What follows belongs to an exercise in optimizing a design on an open flow for small area, a short achievable clock period and few clock cycles per item; a production flow would make more cautious choices.
Only simulation tests tie the RTL to the original design; equivalence was not proved.

==> flow/design.v, too long to show whole: its modules and the start of the top module <==
// module cvn_top: 1450 lines
module cvn_top #(
	parameter int SAMPLE_WIDTH = 24
) (
	input  logic                    clk,
	input  logic                    arst_n,
	input  logic                    psel,
	input  logic                    penable,
	input  logic                    pwrite,
	input  logic [1:0]              paddr,
	input  logic [31:0]             pwdata,
	output logic [31:0]             prdata,
	output logic                    pready,
	input  logic                    cmd_valid,
	output logic                    cmd_ready,
	input  logic [1:0]              cmd_opcode,
	input  logic [SAMPLE_WIDTH-1:0] cmd_re,
	input  logic [SAMPLE_WIDTH-1:0] cmd_im,
	output logic                    rsp_valid,
	input  logic                    rsp_ready,
	output logic                    rsp_kind,
	output logic [SAMPLE_WIDTH-1:0] rsp_re,
	output logic [SAMPLE_WIDTH-1:0] rsp_im,
	output logic [31:0]             rsp_norm,
	output logic                    rsp_zero,
	output logic                    rsp_sat
);
  // ...
==> flow/run.sh <==
#!/bin/bash
# synth_recipe.tcl (not shown) runs the flow's synth.tcl, then flattens the netlist and writes it again
# the make line also repeats each setting of config.mk as NAME=value (left out here)
make -C /OpenROAD-flow-scripts/flow DESIGN_CONFIG=/design/flow/config.mk WORK_HOME=/design/flow/orfs CLKGATE_MAP_FILE= SYNTH_SCRIPT=/design/flow/synth_recipe.tcl finish
==> flow/config.mk <==
export PLATFORM = sky130hd
export DESIGN_NAME = cvn_top
export DESIGN_NICKNAME = cvn_top
export VERILOG_FILES = /design/flow/design.v
export SDC_FILE = /design/flow/constraint.sdc
export NUM_CORES = 4
export LEC_CHECK = 0
export ABC_CLOCK_PERIOD_IN_PS = 5000
export CAP_MARGIN = 20
export CORE_MARGIN = 2
export CORE_UTILIZATION = 40
export PLACE_DENSITY = 0.6
export SETUP_SLACK_MARGIN = 4
export SLEW_MARGIN = 20
==> flow/constraint.sdc <==
create_clock -name core_clock -period 11.0 [get_ports {clk}]
set_input_delay 2.2000 -clock core_clock [delete_from_list [all_inputs] [get_ports {clk}]]
set_output_delay 2.2000 -clock core_clock [all_outputs]
set_load 0.01 [all_outputs]
==> reports/metrics.csv, run 1 <==
metric,value,unit
die_w,382.3,um
routedWlPerCell,29.59,um
avgViaCountPerCell,6.346,
synth_top_area_frac,0.2234,
finalCritPeriodShare,0.6548,
end_kind,flip-flop,
holdBufCountCts,0,
r2r_cells,25,
cts_tree,done,
worst_slack,3.798,ns
synth.largest_area_cell,fa_1,
max_stage_delay,0.58,ns
wl_met2,103.8,mm
cap_violations,0,
ys_warn_count,1,
holdWs,0.4847,ns
yosysMostFrequentCell,inv_1,
nMultiInputCombCells,4650,
mostFrequentLayoutCells,"inv_1 (713), fa_1 (625), a22o_1 (474)",
core_area,141800,sq um
buf_share,0.07905,
outcome,no timing/DRC/antenna violations,
synth_area_leaders,"fa_1 (22%), edfxtp_1 (11%), a22o_1 (7.5%), ha_1 (7.1%), dfrtp_1 (6.0%)",
dominant_cells,multi-input combinational cells,
crit_top_cell,fa_1,
synth_seq_cells,438,
synth_xor_area_frac,0.03488,
drt_pass1_iterations,13,
synth_edf_count,219,
n_all_buffers,538,
cp.depth,25,
holdPathEnd,out_zero_q,
syn_area,57250,sq um
syn_avg_cell_area,9.114,sq um
setup_violations,0,
finalSetupTns,0,ns
grt_use_met2,0.4835,
rsz0062_at_grt,yes,
Testbench counts, summed over its fixed seeds: cycles 13,135, items 5,556.
==> run 2: changes to the inputs <==
--- a/flow/config.mk
+++ b/flow/config.mk
@@ -7,3 +7,3 @@
 export LEC_CHECK = 0
-export ABC_CLOCK_PERIOD_IN_PS = 5000
+export ABC_CLOCK_PERIOD_IN_PS = 4000
 export CAP_MARGIN = 20
@@ -12,3 +12,3 @@
 export PLACE_DENSITY = 0.6
-export SETUP_SLACK_MARGIN = 4
+export SETUP_SLACK_MARGIN = 5
 export SLEW_MARGIN = 20
==> run 2 against run 1 <==
  * Clock-buffer cell count rose by 10
  * Wire length grew 1.4%
  * Synthesized cell count is the same
  * Global-route usage up 0.83 points
  * First-iteration DRC count fell by 7.4%
  * Via count up 3.1%
  * Non-clock buffer count up 199
==> reports/metrics.csv, run 2 <==
metric,value,unit,change
end_kind,flip-flop,,
yosys.area_share.simple,0.1168,,
startpoint_type,flip-flop,,
htreeDepth,2,,
postSynthCellCount,6282,,
core_area,141800,sq um,unchanged
crit_top_cell,fa_1,,
antenna_found_initial,12,,
finalNonFillerCells,8546,,
top_register,sum_q,,
port_buffers,204,,
async_reset_ff_frac,0.3242,,
cts.sinks,438,,
cp.required,11.41,ns,
final_antenna_net_count,0,,
worstSetupPathType,reg2reg,,
synth_top_area_frac,0.2234,,unchanged
dpl.hpwl,168.7,mm,
gp_congestion,0.9866,,
yosysSeqAreaShare,0.2039,,
overflow,0,,
regToRegStartpoint,sum_q[3],,
avgViaCountPerCell,6.388,,+0.66%
fin_nets,7656,,
drt-initial-drc-count,7070,,
min_from,out_zero_q,,
finalCritPeriodShare,0.6454,,-0.009314
synth-compound-area-share,0.2319,,
top_regs,"sum_q (64), m_hi_q (44), m_lo_q (44)",,
outcome,no timing/DRC/antenna violations,,
cts_buffer_depth,3,,
rsz0062_at_grt,yes,,
synth_xor_area_frac,0.03488,,unchanged
dp_cells,8059,,
cp_max_fo,17,,
grt_start_max_net_pins,104,,
routedWlPerCell,29.28,um,-1.0%
cp_slowest_cell,a22oi_2,,
io_pins,209,,
drcViolationCount,0,,
cpLargestDelayFamily,adder cells,,
clk_pin_slew,0.07,ns,
cp-startpoint,sum_q[3],,
numCtsBuffers,53,,
die_w,382.3,um,unchanged
synth_top_family_by_area,adder cells,,
fmax,0.1408,GHz,
crit_chain,a22oi_2 > nand2_4 > a22o_1 > fa_1 > fa_1 > fa_1 > fa_1 > inv_1 > fa_1 > inv_1 > ha_1 > nand2_1 > o31ai_4 > o221ai_4 > o311a_1 > o211a_1 > a21oi_2 > a21o_1 > a21oi_2 > xnor2_1,,
area_growth,23.30,%,
synth_seq_cells,438,,unchanged
drive_above_1_share,0.1890,,
final_common_cell,inv_1,,
largest_reg_flops,64,,
hold_path_class,reg2reg,,
max_slew.worst_pin.slew,1.187,ns,
synth_area_leaders,"fa_1 (22%), edfxtp_1 (11%), a22o_1 (7.5%), ha_1 (7.1%), dfrtp_1 (6.0%)",,
max-slew-margin-rel,0.2004,,
finalSetupTns,0,ns,unchanged
rows,138,,
grtUsageTotal,0.3339,,
grt_pass1_vias,53680,,
drt_pass1_iterations,7,,-6
start_util,0.4039,,
synthAdderAreaFrac,0.2947,,
cap_violations,0,,unchanged
cp.arrival,7.51,ns,
grt_pass1_wl,363.7,mm,
ys_top_cells_by_count,"inv_1 (718), fa_1 (639), nand2_1 (490), a22o_1 (489), clkbuf_1 (425)",,
max_stage_delay,0.61,ns,+0.03 ns
syn_avg_cell_area,9.114,sq um,unchanged
synth.largest_area_cell,fa_1,,
clock_latency,0.71,ns,
vias,54590,,
ys_warn_count,1,,unchanged
finalCriticalPeriod,7.100,ns,
clockRootBuffer,clkbuf_16,,
clock-skew-final,0.07769,ns,
setup_violations,0,,unchanged
routed_wl,250.3,mm,
yosysMostFrequentCell,inv_1,,
ys.flop_type,edfxtp_1,,
crit_buf_inv,2,,
finalHoldViolCount,0,,
synthMuxAreaShare,0.03691,,
syn_area,57250,sq um,unchanged
die-area,146200,sq um,
fp.dieH,382.3,um,
holdWs,0.4529,ns,-0.03183 ns
ys_types,103,,
synth_edf_count,219,,unchanged
mostFrequentLayoutCells,"inv_1 (689), fa_1 (608), a22o_1 (478)",,
final_max_slew_viol_count,0,,
cts_tree,done,,
-- run 2: cell counts after synthesis --
Identical to the previous run, type by type.
-- run 2: cells by family after synthesis --
group                      count (synthesis)
AOI/OAI and AO/OA                       1876
xor gates and xnor gates                 228
adders and majority gates                965
buffers and inverters                   1203
DFF                                      438
muxes                                    180
other                                      2
and+or+nand+nor                         1390
-- run 2: layer usage --
metal	vias up	GRT usage	wire, um
met4	18	0.1926	19410
met3	1157	0.1207	33200
met5	-	0.009259	242
met2	3968	0.4943	104900
met1	26760	0.4178	92490
li1	22700	-	-
-- run 2: layout make-up --
cell class                      instances  area (sq um)
Timing Repair Buffer                  737          7676
Fill cell                           12980         71170
Clock buffer                           71          1414
Inverter                              718          2703
Antenna cell                           11         27.53
Sequential cell                       438         11710
Tap cell                             1890          2365
Multi-Input combinational cell       4652         44230
Clock inverter                         29         464.2
-- run 2: path summary, 6_finish.rpt --
| path | slack [ns] | cells past startpoint | endpoint |
|---|---|---|---|
| min reg2reg | 0.45 | 2 | out_zero_q |
| min | 0.45 | 2 | out_zero_q |
| max in group asynchronous | 7.87 | 2 | sum_q[56] |
| min in group asynchronous | 1.51 | 1 | out_valid_q |
| max reg2reg | 3.90 | 20 | m_lo_q[43] |
| max | 3.90 | 20 | m_lo_q[43] |
-- run 2: per-stage QoR --
stage,setup slack (ns),util,cell area (sq um)
after floorplan,4.455,-,58260
after global placement,3.182,0.4349,61650
after detailed placement,2.983,0.4349,61650
after CTS,4.005,0.4839,68590
after global routing,3.792,0.4978,70570
final,3.900,0.4980,70590
-- run 2: what timing repair did --
item,in CTS,in global routing
gates cloned,35,4
setup endpoints to repair,173,148
pin swaps,181,155
hold buffers,0,0
gates resized for setup,500,249
buffers inserted,250,87
-- run 2: tightest hold or removal path, stage by stage, from the launching register on --
cell     delay (ns)
dfxtp_1        0.31
nand2_1        0.05
a21oi_1        0.05

-- static timing again, ports no longer ideal --
No port has a modelled driver above. Below, the same layouts with a new extraction and two added sets of constraints. Step 1, drivers: a clkbuf_16 drives clk and a buf_2 each remaining input, both assumed. Step 2 adds t to the input delays and takes it off the output delays; t is the mean of the earliest and latest rising clock arrival at the registers after step 1. Input paths then give back, and output paths get back, about the clock's delay inside the block. Slacks: no drivers / after step 1 / after step 2; pairs: no drivers / after step 1.
run | t (ns) | slack for setup (ns) | hold WS [ns]
run 1 | 0.760 | 3.798 / 3.798 / 3.798 | 0.485 / 0.485 / 0.485
run 2 | 0.754 | 3.900 / 3.900 / 3.900 | 0.453 / 0.453 / 0.453
After both steps setup and hold are still met in every run listed.
